From an optimization exercise on the open Yosys and OpenROAD flow, aimed at small area, a short achievable clock period and few clock cycles per item; shortcuts taken in it are not production practice. Only simulation tests tie the RTL to the original design; equivalence was not proved. Power figures rest on the tool's default switching activity, not on a simulated workload.

[design.v]
`default_nettype none
package rsdf_pkg;
    localparam int BOUND_ENTRIES  = 16;
    localparam int REMOTE_ENTRIES = 16;
    localparam int SSRC_W     = 32;
    localparam int PT_W       = 7;
    localparam int MID_W      = 64;
    localparam int MASK_W     = 64;
    localparam int IN_W       = 168;   
    localparam int OUT_W      = 8;     
    localparam int CFG_IDX_W  = 3;
    localparam int CFG_DATA_W = 64;
    localparam logic [CFG_IDX_W-1:0] CFG_MID_VALID  = 3'd0;
    localparam logic [CFG_IDX_W-1:0] CFG_MID_HI     = 3'd1;
    localparam logic [CFG_IDX_W-1:0] CFG_MID_LO     = 3'd2;
    localparam logic [CFG_IDX_W-1:0] CFG_PT_MASK_HI = 3'd3;
    localparam logic [CFG_IDX_W-1:0] CFG_PT_MASK_LO = 3'd4;
    localparam logic [1:0] REASON_NONE   = 2'd0;
    localparam logic [1:0] REASON_MID    = 2'd1;
    localparam logic [1:0] REASON_REMOTE = 2'd2;
    localparam logic [1:0] REASON_PT     = 2'd3;
endpackage
`default_nettype wire
`default_nettype none
module rtp_stream_demux_filter_core (
    input  wire logic                            i_clk,
    input  wire logic                            i_rst_n,
    input  wire logic                            s_axis_tvalid,
    output logic                                 s_axis_tready,
    input  wire logic [rsdf_pkg::IN_W-1:0]       s_axis_tdata,
    input  wire logic [0:0]                      s_axis_tuser,
    output logic                                 m_axis_tvalid,
    input  wire logic                            m_axis_tready,
    output logic [rsdf_pkg::OUT_W-1:0]           m_axis_tdata,
    input  wire logic                            i_cfg_valid,
    output logic                                 o_cfg_ready,
    input  wire logic [rsdf_pkg::CFG_IDX_W-1:0]  i_cfg_index,
    input  wire logic [rsdf_pkg::CFG_DATA_W-1:0] i_cfg_data
);
    localparam int B_N  = rsdf_pkg::BOUND_ENTRIES;
    localparam int R_N  = rsdf_pkg::REMOTE_ENTRIES;
    localparam int SW   = rsdf_pkg::SSRC_W;
    localparam int FD   = 3;                       
    logic                          r_mid_valid;
    logic [rsdf_pkg::MID_W-1:0]    r_mid_hi;
    logic [rsdf_pkg::MID_W-1:0]    r_mid_lo;
    logic [rsdf_pkg::MASK_W-1:0]   r_pt_hi;
    logic [rsdf_pkg::MASK_W-1:0]   r_pt_lo;
    logic cfg_acc, mid_wr;
    assign o_cfg_ready = 1'b1;
    assign cfg_acc     = i_cfg_valid;
    assign mid_wr      = cfg_acc && (i_cfg_index <= rsdf_pkg::CFG_MID_LO);
    logic [rsdf_pkg::CFG_DATA_W-1:0] cfg_d;
    logic [4:0]                      cfg_en;
    assign cfg_d = i_cfg_data & {rsdf_pkg::CFG_DATA_W{i_rst_n}};
    always_comb begin
        for (int i = 0; i < 5; i++) begin
            cfg_en[i] = !i_rst_n || (cfg_acc && i_cfg_index == 3'(i));
        end
    end
    always_ff @(posedge i_clk) begin
        if (cfg_en[rsdf_pkg::CFG_MID_VALID])  r_mid_valid <= cfg_d[0];
        if (cfg_en[rsdf_pkg::CFG_MID_HI])     r_mid_hi    <= cfg_d;
        if (cfg_en[rsdf_pkg::CFG_MID_LO])     r_mid_lo    <= cfg_d;
        if (cfg_en[rsdf_pkg::CFG_PT_MASK_HI]) r_pt_hi     <= cfg_d;
        if (cfg_en[rsdf_pkg::CFG_PT_MASK_LO]) r_pt_lo     <= cfg_d;
    end
    logic [B_N-1:0] r_bnd_valid;
    logic [SW-1:0]  r_bnd_ssrc [B_N];
    logic [R_N-1:0] r_rem_valid;
    logic [SW-1:0]  r_rem_ssrc [R_N];
    logic          r_tready;
    logic [1:0]    r_inflight;         
    logic          in_acc;
    logic          out_pop;
    assign s_axis_tready = r_tready;
    assign in_acc        = s_axis_tvalid && r_tready;
    logic              r_b_v;
    logic              r_b_func;
    logic [SW-1:0]     r_b_ssrc;
    logic              r_b_mp;
    logic [1:0]        r_b_mm;         
    logic              r_b_ptok;
    logic [B_N-1:0]    r_b_cmpb;       
    logic [3:0]        r_b_fcmpb;      
    logic [3:0]        r_b_cmpr;       
    logic [B_N-1:0]    r_p_bwr;        
    logic              r_b_kill;       
    logic              r_b_fwdb;       
    logic              r_b_fwdr;       
    logic [B_N-1:0] hitb;              
    logic           hitr;              
    logic [B_N-1:0] bwr;
    logic           b_filt, fb, rem, addb, addb_ok, ovfb, other, anyb_after, inb_after;
    logic           bfull, rfull, addr, addr_ok;
    logic           r_bfull, r_rfull;   
    logic           b_last, r_last;     
    logic [B_N-1:0] bfree;
    logic [R_N-1:0] rfree;
    logic           res_pass, res_ovf;
    logic [1:0]     res_reason;
    logic [SW-1:0]     in_ssrc;
    logic [6:0]        in_pt;
    logic              in_mp;
    logic [B_N-1:0]    in_cmpb;
    logic [R_N-1:0]    in_cmpr;
    logic              in_eqb;
    logic              in_ptok;
    assign in_ssrc = s_axis_tdata[31:0];
    assign in_pt   = s_axis_tdata[38:32];
    assign in_mp   = s_axis_tdata[39];
    always_comb begin
        for (int k = 0; k < B_N; k++) in_cmpb[k] = r_bnd_valid[k] && (r_bnd_ssrc[k] == in_ssrc);
        for (int k = 0; k < R_N; k++) in_cmpr[k] = r_rem_valid[k] && (r_rem_ssrc[k] == in_ssrc);
    end
    assign in_eqb  = r_b_v && (in_ssrc == r_b_ssrc);
    assign in_ptok = in_pt[6] ? r_pt_hi[in_pt[5:0]] : r_pt_lo[in_pt[5:0]];
    always_ff @(posedge i_clk) begin
        r_b_func <= s_axis_tuser[0];
        r_b_ssrc <= in_ssrc;
        r_b_mp   <= in_mp;
        r_b_mm   <= {in_mp && r_mid_valid && (s_axis_tdata[167:104] == r_mid_lo),
                     in_mp && r_mid_valid && (s_axis_tdata[103:40]  == r_mid_hi)};
        r_b_ptok <= in_ptok;
        r_b_cmpb  <= in_cmpb;
        for (int q = 0; q < 4; q++) begin
            r_b_fcmpb[q] <= |in_cmpb[q*(B_N/4) +: B_N/4];
            r_b_cmpr[q]  <= |in_cmpr[q*(R_N/4) +: R_N/4];
        end
        r_b_kill  <= in_eqb && rem;
        r_b_fwdb  <= in_eqb && addb_ok;
        r_b_fwdr  <= in_eqb && addr_ok;
    end
    always_comb begin
        bfree = ~r_bnd_valid & (r_bnd_valid + 1'b1);
        rfree = ~r_rem_valid & (r_rem_valid + 1'b1);
        bfull = r_bfull;
        rfull = r_rfull;
        hitb       = (r_b_cmpb & ~{B_N{r_b_kill}}) | (r_p_bwr & {B_N{r_b_fwdb}});
        fb         = ((|r_b_fcmpb) && !r_b_kill) || r_b_fwdb;
        hitr       = (|r_b_cmpr) || r_b_fwdr;
        b_filt     = r_b_v && !r_b_func;
        rem        = b_filt && fb && r_b_mp && !(&r_b_mm);
        addb       = b_filt && (&r_b_mm) && !fb;
        addb_ok    = addb && !bfull;
        ovfb       = addb && bfull;
        other      = |(r_bnd_valid & ~hitb);
        inb_after  = (fb && !rem) || addb_ok;
        anyb_after = other || inb_after;
        res_pass   = 1'b0;
        res_reason = rsdf_pkg::REASON_NONE;
        addr       = 1'b0;
        if (r_b_func) begin
            addr = !hitr;
        end else if (anyb_after) begin
            res_pass   = inb_after;
            res_reason = inb_after ? rsdf_pkg::REASON_MID : rsdf_pkg::REASON_NONE;
        end else if (hitr) begin
            res_pass   = 1'b1;
            res_reason = rsdf_pkg::REASON_REMOTE;
        end else if (r_b_ptok) begin
            res_pass   = 1'b1;
            res_reason = rsdf_pkg::REASON_PT;
            addr       = 1'b1;
        end
        addr    = addr && r_b_v;
        addr_ok = addr && !rfull;
        res_ovf = ovfb || (addr && rfull);
        bwr = bfree & {B_N{addb_ok}};
    end
    always_comb begin
        b_last = &(r_bnd_valid | bfree);
        r_last = &(r_rem_valid | rfree);
    end
    always_ff @(posedge i_clk) begin
        if (!i_rst_n) begin
            r_bfull <= 1'b0;
            r_rfull <= 1'b0;
        end else begin
            if (mid_wr || rem) begin
                r_bfull <= 1'b0;
            end else if (addb_ok) begin
                r_bfull <= b_last;
            end
            if (addr_ok) begin
                r_rfull <= r_last;
            end
        end
    end
    always_ff @(posedge i_clk) begin
        r_p_bwr  <= bwr;
    end
    always_ff @(posedge i_clk) begin
        if (!i_rst_n) begin
            r_bnd_valid <= '0;
            r_rem_valid <= '0;
        end else begin
            if (mid_wr) begin
                r_bnd_valid <= '0;
            end else if (rem) begin
                r_bnd_valid <= r_bnd_valid & ~hitb;
            end else if (addb_ok) begin
                r_bnd_valid <= r_bnd_valid | bwr;
            end
            if (addr_ok) begin
                r_rem_valid <= r_rem_valid | rfree;
            end
        end
    end
    always_ff @(posedge i_clk) begin
        for (int k = 0; k < B_N; k++) begin
            if (bfree[k]) r_bnd_ssrc[k] <= r_b_ssrc;
        end
        for (int k = 0; k < R_N; k++) begin
            if (rfree[k]) r_rem_ssrc[k] <= r_b_ssrc;
        end
    end
    logic [3:0]   r_q [FD];
    logic [1:0]   r_cnt;
    logic         r_out_v;
    logic [3:0]   res;
    logic [1:0]   wpos;
    assign res     = {res_ovf, res_reason, res_pass};
    assign out_pop = r_out_v && m_axis_tready;
    assign wpos    = r_cnt - {1'b0, out_pop};
    assign m_axis_tvalid = r_out_v;
    assign m_axis_tdata  = {4'b0000, r_q[0]};
    always_ff @(posedge i_clk) begin
        for (int i = 0; i < FD; i++) begin
            if (r_b_v && wpos == 2'(i)) begin
                r_q[i] <= res;
            end else if (out_pop) begin
                if (i < FD - 1) r_q[i] <= r_q[i + 1];
            end
        end
    end
    logic [1:0] cnt_n, infl_n;
    assign cnt_n  = wpos + {1'b0, r_b_v};
    assign infl_n = r_inflight + {1'b0, in_acc} - {1'b0, out_pop};
    always_ff @(posedge i_clk) begin
        if (!i_rst_n) begin
            r_b_v      <= 1'b0;
            r_cnt      <= '0;
            r_out_v    <= 1'b0;
            r_inflight <= '0;
            r_tready   <= 1'b1;
        end else begin
            r_b_v      <= in_acc;
            r_cnt      <= cnt_n;
            r_out_v    <= (cnt_n != 2'd0);
            r_inflight <= infl_n;
            r_tready   <= (infl_n < 2'(FD));
        end
    end
endmodule
`default_nettype wire
[standard.sh]
#!/bin/bash
# synth_recipe.tcl (not shown) runs the flow's synth.tcl, then flattens the netlist and writes it again
# the make line also repeats each setting of config.mk as NAME=value (left out here)
make -C /OpenROAD-flow-scripts/flow DESIGN_CONFIG=/design/flow/config.mk WORK_HOME=/design/flow/orfs CLKGATE_MAP_FILE= SYNTH_SCRIPT=/design/flow/synth_recipe.tcl "${@:-finish}"
[config.mk]
export PLATFORM = sky130hd
export DESIGN_NAME = rtp_stream_demux_filter_core
export DESIGN_NICKNAME = rtp_stream_demux_filter_core
export VERILOG_FILES = /design/flow/design.v
export SDC_FILE = /design/flow/constraint.sdc
export NUM_CORES = 4
export LEC_CHECK = 0
export CAP_MARGIN = 0
export CORE_MARGIN = 2
export CORE_UTILIZATION = 60
export SETUP_SLACK_MARGIN = 2.7
export SLEW_MARGIN = 0
[constraint.sdc]
create_clock -name core_clock -period 5.0 [get_ports {i_clk}]
set_input_delay 1.0000 -clock core_clock [delete_from_list [all_inputs] [get_ports {i_clk}]]
set_output_delay 1.0000 -clock core_clock [all_outputs]
set_load 0.01 [all_outputs]
[flow/run.sh]
#!/bin/bash
# Standard ORFS layout (the standard.sh) with two changes:
#  - port buffers are buf_2 cells instead of the default delay buffer
#  - CTS without dummy loads, clkbuf_16 clock buffers, sink clusters of up to 25 within 90 um
set -euo pipefail
export BUFFER_PORTS_ARGS="-buffer_cell sky130_fd_sc_hd__buf_2"
export CTS_ARGS="-sink_clustering_enable -repair_clock_nets -dont_use_dummy_load -buf_list sky130_fd_sc_hd__clkbuf_16 -sink_clustering_size 25 -sink_clustering_max_diameter 90"
bash standard.sh finish > flow_make.log 2>&1
==> out/qor.txt, run 1 <==
Worst EP required: 5.56 ns
critical path class: reg -> reg
unrepaired setup endpoints after global routing: true
Leak Pwr: 21.49 nW
Synth Register Bits: 1414
busiest grt layer: met2
final hold viol count: 0
Worst-Margin Slew: 1.103 ns
Die Span X: 316.8 um
number of global-route vias before repair: 34820
post-route setup TNS: 0 ns
post-synthesis sequential area ratio: 70.29%
r2r endpoint: r_bfull$_SDFFE_PP0P_
initial DRC count: 5920
R2R Setup Slk: 2.45 ns
Syn Inst Count: 3744
Hold Path Class: in -> reg
pwr dens: 322.2 mW/mm^2
Peak Freq: 391.4 MHz
Mapped Area: 0.05869 mm^2
synthesis-to-layout area growth: 14.80%
Synth Area per Inst: 15.68 um^2
root buffer cell: clkbuf_16
hpwl dp: 117000 um
Via Count: 36420
drc violations: 0
Multi-input gate area: 0.01769 mm^2
Yosys warning count: 4
pin count of the biggest net entering global routing: 65
drt first pass iters: 5
post-layout minimum cycle time: 2.555 ns
R2R cell count: 5
fin crit share: 51.10%
first-pass GRT wire length: 270100 um
CTS HTree Levels: 3
CTS buffer count: 67
met3 usage: 7.526%
post-DR wirelength/cell: 36.72 um
buffer depth of the longest clock path: 3
hold depth: 1
fin util: 69.57%
full die area: 0.1003 mm^2
Final Max Tran Viols: 0
layout cell share with drive strength beyond 1: 21.21%
Final nets: 4424
global route total overflow: 0
final RePlAce weighted congestion: 0.9186
Synth cell types: 66
Worst EP arrival: 3.12 ns
Max-slew headroom: 26.39%
EDFF count, synth: 1293
GRT met1 Usage: 54.05%
max-cap violation count: 0
Hold Path Origin: s_axis_tuser[0]
total track usage: 39.59%
port buffer count: 246
Fillers: 6550
CTS tree: yes
Register Area: 0.04135 mm^2
setup violators final: 0
clock slew at reported path FFs: 0.10 ns
clock sinks: 1414
clock skew: 0.05029 ns
CTS hold repair buffers: 0
peak supply drop: 0.3243 mV
status: timing/DRC/antenna clean
Routed WL: 200600 um
Most used DFF post-synth: edfxtp_1
row count: 114
Max FO, Critical Path: 10
Final ANT Viol Nets: 0
Die Span Y: 316.8 um
launch point of the worst reg-to-reg path: r_b_v$_SDFF_PN0_
Initial Util: 60.60%
initial antenna violation count: 20
Startpoint Class: flip-flop
Core Footprint: 0.09685 mm^2
routed vias/inst: 6.667
Boundary Pins: 252
latest clock arrival within the worst-skew pair: 0.69 ns
Post-synth ARST share: 0%
end of the worst hold path: r_b_func$_DFF_P_
met2 Resource Use GR: 62.28%
kind of end point of the critical path: flip-flop
-- registers in the layout (all words and copies together), names as in the netlist, 12 cells and up --
signal	count
r_pt_lo	64
r_rem_valid	16
r_bnd_valid	16
r_mid_lo	64
r_mid_hi	64
r_q	12
r_bnd_ssrc	512
r_b_ssrc	32
r_b_cmpb	16
r_p_bwr	16
r_pt_hi	64
r_rem_ssrc	512
-- worst max path at each step --
stage / startpoint / endpoint / slack [ns] / cells after the start
2_1_floorplan: r_rem_valid[0]$_SDFFE_PN0P_ / r_rem_ssrc[1][0]$_DFFE_PP_ / 2.23 / 2
3_3_place_gp: s_axis_tdata[20] / r_b_cmpr[0]$_DFF_P_ / 1.09 / 7
6_report: r_b_v$_SDFF_PN0_ / r_bfull$_SDFFE_PP0P_ / 2.45 / 5
4_1_cts: r_b_fcmpb[3]$_DFF_P_ / r_bfull$_SDFFE_PP0P_ / 2.42 / 6
5_1_grt: r_b_fcmpb[3]$_DFF_P_ / r_bfull$_SDFFE_PP0P_ / 2.44 / 6
3_5_place_dp: s_axis_tdata[20] / r_b_cmpr[0]$_DFF_P_ / 0.98 / 7
-- routing by layer --
metal	part of all wire, %	up-vias
met3	13	550
met5	0.023	-
met1	35	18540
li1	-	14580
met4	5.8	8
met2	46	2731
-- Yosys cell counts, types with 4 or more instances --
master,number,area [um^2]
clkbuf_1,37,138.9
dfxtp_1,121,2422
nand3_1,50,250.2
nand2b_1,24,150.1
o2bb2ai_1,10,87.58
and3_1,6,37.54
a31oi_1,11,68.82
o21ai_0,23,115.1
a21boi_0,8,60.06
o22ai_1,32,200.2
xnor2_1,947,8294
inv_1,66,247.7
a32oi_1,8,70.07
nor3_1,32,160.2
a21oi_1,29,145.1
buf_4,8,60.06
ha_1,4,50.05
o31ai_1,4,30.03
xor2_1,194,1699
buf_2,134,670.6
mux4_2,32,720.7
a221oi_1,12,105.1
nor4_1,125,782.0
and2_1,77,481.7
a22o_1,6,52.55
mux2_2,4,45.04
edfxtp_1,1293,38830
nand2_1,59,221.5
nand4_1,247,1545
nor3b_1,5,37.54
nor2_1,55,206.5
nor2b_1,4,25.02
a211oi_1,7,52.55
or4_1,16,120.1
o31a_1,8,70.07
-- cells by family after synthesis --
kind of cell	after synthesis	share of synthesized area (%)
other	2	0.01280
xor gates and xnor gates	1141	17.03
DFF	1414	70.29
adders and majority gates	7	0.1364
muxes	36	1.305
buffers and inverters	247	1.932
and+or+nand+nor	716	7.076
AOI/OAI and AO/OA	181	2.226
-- layout make-up --
cell class              instances  area share, %
well taps                    1276          2.370
flip-flops and latches       1414          61.37
clock buffers                  67          2.488
multi-input cells            2095          26.26
repair buffers                535          7.105
inverters                      66         0.3733
diodes                          9        0.03343
-- what timing repair did --
item,4_1_cts,5_1_grt
setup endpoints to repair,503,382
pin swaps,57,58
gates resized for setup,262,140
gates cloned,14,3
setup buffers,84,48
-- cells in the final DEF (no fill, tap or decap), drive strengths merged, types with 4 or more instances in the layout --
cell type	count
dfxtp	121
a21boi	8
a21oi	29
o22ai	32
a211oi	7
or4	17
nor2	64
a31oi	11
nand2	59
o31a	8
edfxtp	1293
mux2	4
diode	9
xor2	194
conb	5
a221oi	12
and3	6
a32oi	8
nor4	125
and2	77
nand3	50
a22o	6
nor3	34
o21ai	24
nand2b	24
nor2b	4
nor3b	5
ha	4
bufbuf	5
mux4	32
clkbuf	72
inv	65
xnor2	947
o31ai	5
or2	4
o2bb2ai	10
buf	525
nand4	247
-- stage by stage --
| step | setup WS [ns] | total power [mW] | area [um^2] | hold slack, ns | std cells |
|---|---|---|---|---|---|
| final | 2.445 | 21.71 | 67380 | 0.4512 | 5462 |
| after global routing | 2.436 | 22.16 | 67360 | 0.4279 | 5455 |
| after CTS | 2.419 | 21.60 | 66210 | 0.4229 | 5402 |
| after detailed placement | 0.9814 | 15.74 | 62280 | 0.4682 | 5237 |
| after global placement | 1.090 | 15.70 | 62280 | 0.4595 | 5237 |
| after floorplan | 2.230 | 14.77 | 59120 | 0.4824 | 3747 |
-- critical path, stage by stage (launching register included) --
cell and delay, ns:
dfxtp_2 0.54, nand4b_1 0.50, or3_4 0.58, a2111oi_4 0.21
nand4_1 0.44, o31ai_1 0.19
-- report_power, final --
group | total (mW) | switching (mW) | internal (mW)
Combinational | 2.33 | 1.47 | 0.851
Sequential | 13.4 | 0.170 | 13.3
Clock | 5.96 | 3.54 | 2.42
Total | 21.7 | 5.19 | 16.5
Testbench counts, summed over its fixed seeds: cycles 4,816, items 4,800.
==> run 2: changes to the inputs <==
--- a/design.v
+++ b/design.v
@@ -81,22 +81,12 @@
     logic              r_b_mp;
-    logic [1:0]        r_b_mm;         
+    logic              r_b_mm;         
     logic              r_b_ptok;
     logic [B_N-1:0]    r_b_cmpb;       
-    logic [3:0]        r_b_fcmpb;      
-    logic [3:0]        r_b_cmpr;       
-    logic [B_N-1:0]    r_p_bwr;        
-    logic              r_b_kill;       
-    logic              r_b_fwdb;       
-    logic              r_b_fwdr;       
-    logic [B_N-1:0] hitb;              
-    logic           hitr;              
-    logic [B_N-1:0] bwr;
-    logic           b_filt, fb, rem, addb, addb_ok, ovfb, other, anyb_after, inb_after;
-    logic           bfull, rfull, addr, addr_ok;
-    logic           r_bfull, r_rfull;   
-    logic           b_last, r_last;     
-    logic [B_N-1:0] bfree;
-    logic [R_N-1:0] rfree;
-    logic           res_pass, res_ovf;
-    logic [1:0]     res_reason;
+    logic              r_b_fcmpb;      
+    logic              r_b_cmpr;       
+    logic              r_b_eqp;        
+    logic [B_N-1:0]    r_p_bwr;
+    logic              r_p_addb;
+    logic              r_p_rem;
+    logic              r_p_rwr;
     logic [SW-1:0]     in_ssrc;
@@ -108,2 +98,3 @@
     logic              in_ptok;
+    logic              in_mm;
     assign in_ssrc = s_axis_tdata[31:0];
@@ -117,2 +108,4 @@
     assign in_ptok = in_pt[6] ? r_pt_hi[in_pt[5:0]] : r_pt_lo[in_pt[5:0]];
+    assign in_mm   = in_mp && r_mid_valid &&
+                     (s_axis_tdata[103:40] == r_mid_hi) && (s_axis_tdata[167:104] == r_mid_lo);
     always_ff @(posedge i_clk) begin
@@ -121,25 +114,33 @@
         r_b_mp   <= in_mp;
-        r_b_mm   <= {in_mp && r_mid_valid && (s_axis_tdata[167:104] == r_mid_lo),
-                     in_mp && r_mid_valid && (s_axis_tdata[103:40]  == r_mid_hi)};
+        r_b_mm   <= in_mm;
         r_b_ptok <= in_ptok;
         r_b_cmpb  <= in_cmpb;
-        for (int q = 0; q < 4; q++) begin
-            r_b_fcmpb[q] <= |in_cmpb[q*(B_N/4) +: B_N/4];
-            r_b_cmpr[q]  <= |in_cmpr[q*(R_N/4) +: R_N/4];
-        end
-        r_b_kill  <= in_eqb && rem;
-        r_b_fwdb  <= in_eqb && addb_ok;
-        r_b_fwdr  <= in_eqb && addr_ok;
-    end
+        r_b_fcmpb <= |in_cmpb;
+        r_b_cmpr  <= |in_cmpr;
+        r_b_eqp   <= in_eqb;
+    end
+    logic [B_N-1:0] hitb;              
+    logic           hitr;              
+    logic [B_N-1:0] bwr;
+    logic           b_filt, fb, rem, addb, addb_ok, ovfb, other, anyb_after, inb_after;
+    logic           bfull, rfull, addr, addr_ok;
+    logic [B_N-1:0] r_bfree, bfree2;   
+    logic [R_N-1:0] r_rfree, rfree2;
+    logic [B_N-1:0] bfree_x;
+    logic [R_N-1:0] rfree_x;
+    logic           res_pass, res_ovf;
+    logic [1:0]     res_reason;
     always_comb begin
-        bfree = ~r_bnd_valid & (r_bnd_valid + 1'b1);
-        rfree = ~r_rem_valid & (r_rem_valid + 1'b1);
-        bfull = r_bfull;
-        rfull = r_rfull;
-        hitb       = (r_b_cmpb & ~{B_N{r_b_kill}}) | (r_p_bwr & {B_N{r_b_fwdb}});
-        fb         = ((|r_b_fcmpb) && !r_b_kill) || r_b_fwdb;
-        hitr       = (|r_b_cmpr) || r_b_fwdr;
+        bfree_x = ~r_bnd_valid & ~r_bfree;
+        rfree_x = ~r_rem_valid & ~r_rfree;
+        bfree2  = bfree_x & (~bfree_x + 1'b1);
+        rfree2  = rfree_x & (~rfree_x + 1'b1);
+        bfull = &r_bnd_valid;
+        rfull = &r_rem_valid;
+        hitb       = (r_b_cmpb & ~{B_N{r_b_eqp && r_p_rem}}) | (r_p_bwr & {B_N{r_b_eqp}});
+        fb         = (r_b_fcmpb && !(r_b_eqp && r_p_rem)) || (r_b_eqp && r_p_addb);
+        hitr       = r_b_cmpr || (r_b_eqp && r_p_rwr);
         b_filt     = r_b_v && !r_b_func;
-        rem        = b_filt && fb && r_b_mp && !(&r_b_mm);
-        addb       = b_filt && (&r_b_mm) && !fb;
+        rem        = b_filt && fb && r_b_mp && !r_b_mm;
+        addb       = b_filt && r_b_mm && !fb;
         addb_ok    = addb && !bfull;
@@ -168,21 +169,16 @@
         res_ovf = ovfb || (addr && rfull);
-        bwr = bfree & {B_N{addb_ok}};
-    end
-    always_comb begin
-        b_last = &(r_bnd_valid | bfree);
-        r_last = &(r_rem_valid | rfree);
-    end
-    always_ff @(posedge i_clk) begin
+        bwr = r_bfree & {B_N{addb_ok}};
+    end
+    always_ff @(posedge i_clk) begin
+        if (!i_rst_n || mid_wr) begin
+            r_bfree <= B_N'(1);
+        end else if (addb_ok) begin
+            r_bfree <= bfree2;
+        end else if (rem && bfull) begin
+            r_bfree <= hitb;
+        end
         if (!i_rst_n) begin
-            r_bfull <= 1'b0;
-            r_rfull <= 1'b0;
-        end else begin
-            if (mid_wr || rem) begin
-                r_bfull <= 1'b0;
-            end else if (addb_ok) begin
-                r_bfull <= b_last;
-            end
-            if (addr_ok) begin
-                r_rfull <= r_last;
-            end
+            r_rfree <= R_N'(1);
+        end else if (addr_ok) begin
+            r_rfree <= rfree2;
         end
@@ -191,2 +187,5 @@
         r_p_bwr  <= bwr;
+        r_p_addb <= addb_ok;
+        r_p_rem  <= rem;
+        r_p_rwr  <= addr_ok;
     end
@@ -205,3 +204,3 @@
             if (addr_ok) begin
-                r_rem_valid <= r_rem_valid | rfree;
+                r_rem_valid <= r_rem_valid | r_rfree;
             end
@@ -211,6 +210,6 @@
         for (int k = 0; k < B_N; k++) begin
-            if (bfree[k]) r_bnd_ssrc[k] <= r_b_ssrc;
+            if (r_bfree[k]) r_bnd_ssrc[k] <= r_b_ssrc;
         end
         for (int k = 0; k < R_N; k++) begin
-            if (rfree[k]) r_rem_ssrc[k] <= r_b_ssrc;
+            if (r_rfree[k]) r_rem_ssrc[k] <= r_b_ssrc;
         end
==> flow/run.sh (replaced) <==
#!/bin/bash
# Standard ORFS layout (the standard.sh) with two changes:
#  - port buffers are buf_2 cells instead of the default delay buffer
#  - CTS without dummy loads, clkbuf_8 clock buffers
set -euo pipefail
export BUFFER_PORTS_ARGS="-buffer_cell sky130_fd_sc_hd__buf_2"
export CTS_ARGS="-sink_clustering_enable -repair_clock_nets -dont_use_dummy_load -buf_list sky130_fd_sc_hd__clkbuf_8"
bash standard.sh finish > flow_make.log 2>&1
--- a/config.mk
+++ b/config.mk
@@ -10,3 +10,3 @@
 export CORE_UTILIZATION = 60
-export SETUP_SLACK_MARGIN = 2.7
+export SETUP_SLACK_MARGIN = 2.6
 export SLEW_MARGIN = 0
==> run 2 against run 1 <==
- via count down 1.1%
- clock-buffer cell count up 154
- non-clock buffer count down 108
- total power up 9.8%
- die area up 1.1%
- final area about the same
- routed wire length down 4.1%
- hold slack worse by 0.21 ns
- largest cell class unchanged
- largest power group unchanged
==> out/qor.txt, run 2 <==
critical path buffer and inverter count: 3 (+3)
row count: 115 (+0.88%)
critical path class: reg -> reg
clock sinks: 1438 (+1.7%)
r2r endpoint: r_rfree[0]$_SDFFE_PN1P_
Fin Hold WS: 0.2423 ns (-0.2089 ns)
final hold viol count: 0 (unchanged)
pin count of the biggest net entering global routing: 65 (unchanged)
Synth top area share: 65.45% (-0.71 points)
post-route setup TNS: 0 ns (unchanged)
kind of end point of the critical path: flip-flop
clock skew: 0.1055 ns (+0.05519 ns)
setup violators final: 0 (unchanged)
most common cell after layout, fill and taps aside: edfxtp_1
hpwl dp: 116000 um (-0.87%)
Die Span Y: 318.5 um (+0.54%)
Hold Path Class: in -> reg
Boundary Pins: 252 (unchanged)
EDFF count, synth: 1293 (unchanged)
launch point of the worst reg-to-reg path: r_b_eqp$_DFF_P_
Max FO, Critical Path: 7 (-3)
number of global-route vias before repair: 35610 (+2.3%)
R2R Setup Slk: 2.43 ns (about the same)
clock slew at reported path FFs: 0.05 ns (-0.05 ns)
unrepaired setup endpoints after global routing: true
Leak Pwr: 21.70 nW (+0.95%)
routed vias/inst: 6.482 (-2.8%)
Top Registers: r_bnd_ssrc x512, r_rem_ssrc x512
Syn Inst Count: 3771 (+0.72%)
Final Max Tran Viols: 0 (unchanged)
leading cell types in the layout, fill and taps excluded: edfxtp_1, xnor2_1, nand4_1
Most used DFF post-synth: edfxtp_1
CTS buffer count: 221 (+230%)
peak supply drop: 0.2817 mV (-13%)
Synth Area per Inst: 15.73 um^2 (+0.36%)
final RePlAce weighted congestion: 0.9388 (+2.2%)
R2R cell count: 10 (+5)
Routed WL: 192300 um (-4.1%)
end of the worst hold path: r_b_func$_DFF_P_
layout cell share with drive strength beyond 1: 20.57% (-0.64 points)
Hold Path Origin: s_axis_tuser[0]
area leader, netlist: edfxtp_1
initial DRC count: 5283 (-11%)
port buffer count: 246 (unchanged)
max-cap violation count: 0 (unchanged)
total track usage: 37.82% (-1.8 points)
drt first pass iters: 6 (+1)
Fillers: 6675 (+1.9%)
drc violations: 0 (unchanged)
Via Count: 36000 (-1.1%)
post-DR wirelength/cell: 34.63 um (-5.7%)
Worst-Margin Slew: 1.016 ns (-0.08716 ns)
critical path, cell by cell: buf_12 -> buf_8 -> a21boi_0 -> a32oi_2 -> nand4_1 -> nor4_4 -> buf_6 -> a31o_4 -> mux2i_1 -> nand2_1
CTS HTree Levels: 4 (+1)
critical path launch point: r_b_eqp$_DFF_P_
Peak Freq: 389.7 MHz (-0.42%)
global route total overflow: 0 (unchanged)
CTS tree: yes
Synth Register Bits: 1438 (+1.7%)
hold depth: 1 (unchanged)
initial antenna violation count: 16 (-20%)
crit-path leading delay family: compound AO/OA/AOI/OAI gates
Initial Util: 60.46% (-0.14 points)
CP max-delay cell: dfxtp_4
Core Footprint: 0.09813 mm^2 (+1.3%)
first-pass GRT wire length: 266100 um (-1.5%)
placed instance count: 5280 (+0.82%)
post-synthesis sequential area ratio: 70.34% (about the same)
Worst EP arrival: 3.23 ns (+0.11 ns)
fin crit share: 51.32% (+0.22 points)
Post-synth ARST share: 0% (unchanged)
full die area: 0.1014 mm^2 (+1.1%)
Yosys warning count: 4 (unchanged)
Post-Layout Cell Count: 5554 (+1.7%)
latest clock arrival within the worst-skew pair: 0.91 ns (+0.22 ns)
Mapped Area: 0.05933 mm^2 (+1.1%)
pwr dens: 353.6 mW/mm^2 (+9.8%)
root buffer cell: clkbuf_8
most common cell in the netlist: edfxtp_1
Worst EP required: 5.67 ns (+0.11 ns)
Final ANT Viol Nets: 0 (unchanged)
Startpoint Class: flip-flop
commonest cells in the netlist: edfxtp_1, xnor2_1, nand4_1
Max-slew headroom: 32.30% (+5.9 points)
fin util: 68.68% (-0.89 points)
top post-synthesis cells by area: edfxtp_1, xnor2_1, dfxtp_1
status: timing/DRC/antenna clean
Die Span X: 318.5 um (+0.54%)
post-layout minimum cycle time: 2.566 ns (+0.01080 ns)
Critical Path Max Stage Delay: 0.46 ns (-0.12 ns)
synthesis-to-layout area growth: 13.61%
Synth cell types: 69 (+4.5%)
Final nets: 4505 (+1.8%)
buffer depth of the longest clock path: 3 (unchanged)
CTS hold repair buffers: 0 (unchanged)
[run 2: cell count changes after synthesis, moves of 17 or more]
cell      delta
xor2_1      -28
xnor2_1     +21
nor3_1      -17
buf_2       -42
clkbuf_1    +19
a21oi_1     +20
nor2b_1     +17
dfxtp_1     +24
[run 2: cells by family after synthesis]
group,count (synthesis),share of synthesized area [%]
flip-flops,1438,70.34
XOR/XNOR,1134,16.74
AND/OR/NAND/NOR,674,6.681
buffers and inverters,256,1.921
AO/OA/AOI/OAI,208,2.455
multiplexers,55,1.765
adder cells (fa/ha/maj),4,0.08436
other,2,0.01266
[run 2: worst max path at each step]
stage	to	cells past startpoint
final	r_rfree[0]$_SDFFE_PN1P_	10
after global routing	r_rfree[8]$_SDFFE_PN0P_	10
after CTS	m_axis_tdata[0]	1
after detailed placement	r_b_fcmpb$_DFF_P_	8
after global placement	r_b_fcmpb$_DFF_P_	8
after floorplan	r_mid_hi[0]$_DFFE_PP_	2
[run 2: stage by stage]
step	cell area, um^2	worst slack [ns]	power [mW]
finish	67400	2.434	23.83
global route	67390	2.376	24.48
CTS	66810	2.458	23.82
detailed placement	62870	1.114	16.03
global placement	62870	1.113	15.99
floorplan	60230	1.842	15.13
[run 2: area by class of cell]
| cell class | count | area (um^2) | area share (%) |
|---|---|---|---|
| Antenna cell | 9 | 22.52 | 0.03342 |
| Tap cell | 1287 | 1610 | 2.389 |
| Inverter | 84 | 327.8 | 0.4864 |
| Sequential cell | 1438 | 41810 | 62.04 |
| Timing Repair inverter | 1 | 8.758 | 0.01299 |
| Clock buffer | 221 | 3042 | 4.513 |
| Timing Repair Buffer | 427 | 3226 | 4.786 |
| Multi-Input combinational cell | 2087 | 17350 | 25.74 |
[run 2: per-layer routing]
metal  track usage (%)  wire [um]  vias to the layer above
li1                  -          -                    14760
met2             61.42      92580                     2646
met4             17.51       8981                        4
met5                 0         25                        -
met3             7.326      22070                      452
met1             49.73      68670                    18130
[run 2: timing repair]
item | in CTS | in global routing
pin swaps | 21 | 18
endpoints found under the setup margin | 115 | 64
gates resized for setup | 139 | 79
cloned | 7 | 4
setup buffers | 18 | 15
[run 2: report_power, final]
part           internal, mW  switching [mW]
Combinational         0.819            1.37
Clock                  3.86            4.02
Sequential             13.5           0.256
Total                  18.2            5.64
Testbench counts of run 2, summed over its fixed seeds: cycles 4,816, items 4,800.

-- what the ideal ports hide --
How much do the figures lean on ideal ports? The routed layouts below were timed once more, with nothing changed but the port constraints. Step 1 assumes that a clkbuf_16 drives the clock port and a buf_2 every other input. Step 2 also shifts input and output timing later by t, the mid clock arrival at the registers, as if the neighbouring blocks saw the same clock. Slacks: ideal ports / drivers / drivers and shift; pairs: ideal ports / drivers.
| run | shift t [ns] | setup WS [ns] | hold WS [ns] | worst setup path after step 2 | pins driven straight from the clock port |
|---|---|---|---|---|---|
| run 1 | 0.724 | 2.445 / 2.445 / 1.886 | 0.451 / 0.411 / 0.474 | input to register | 1 |
| run 2 | 0.934 | 2.434 / 2.424 / 1.676 | 0.242 / 0.206 / 0.499 | input to register | 1 |
After both steps every run listed still meets setup and hold. The setup slack of run 2, which loses most, moves by -0.010 ns with the drivers and by -0.758 ns with both steps.
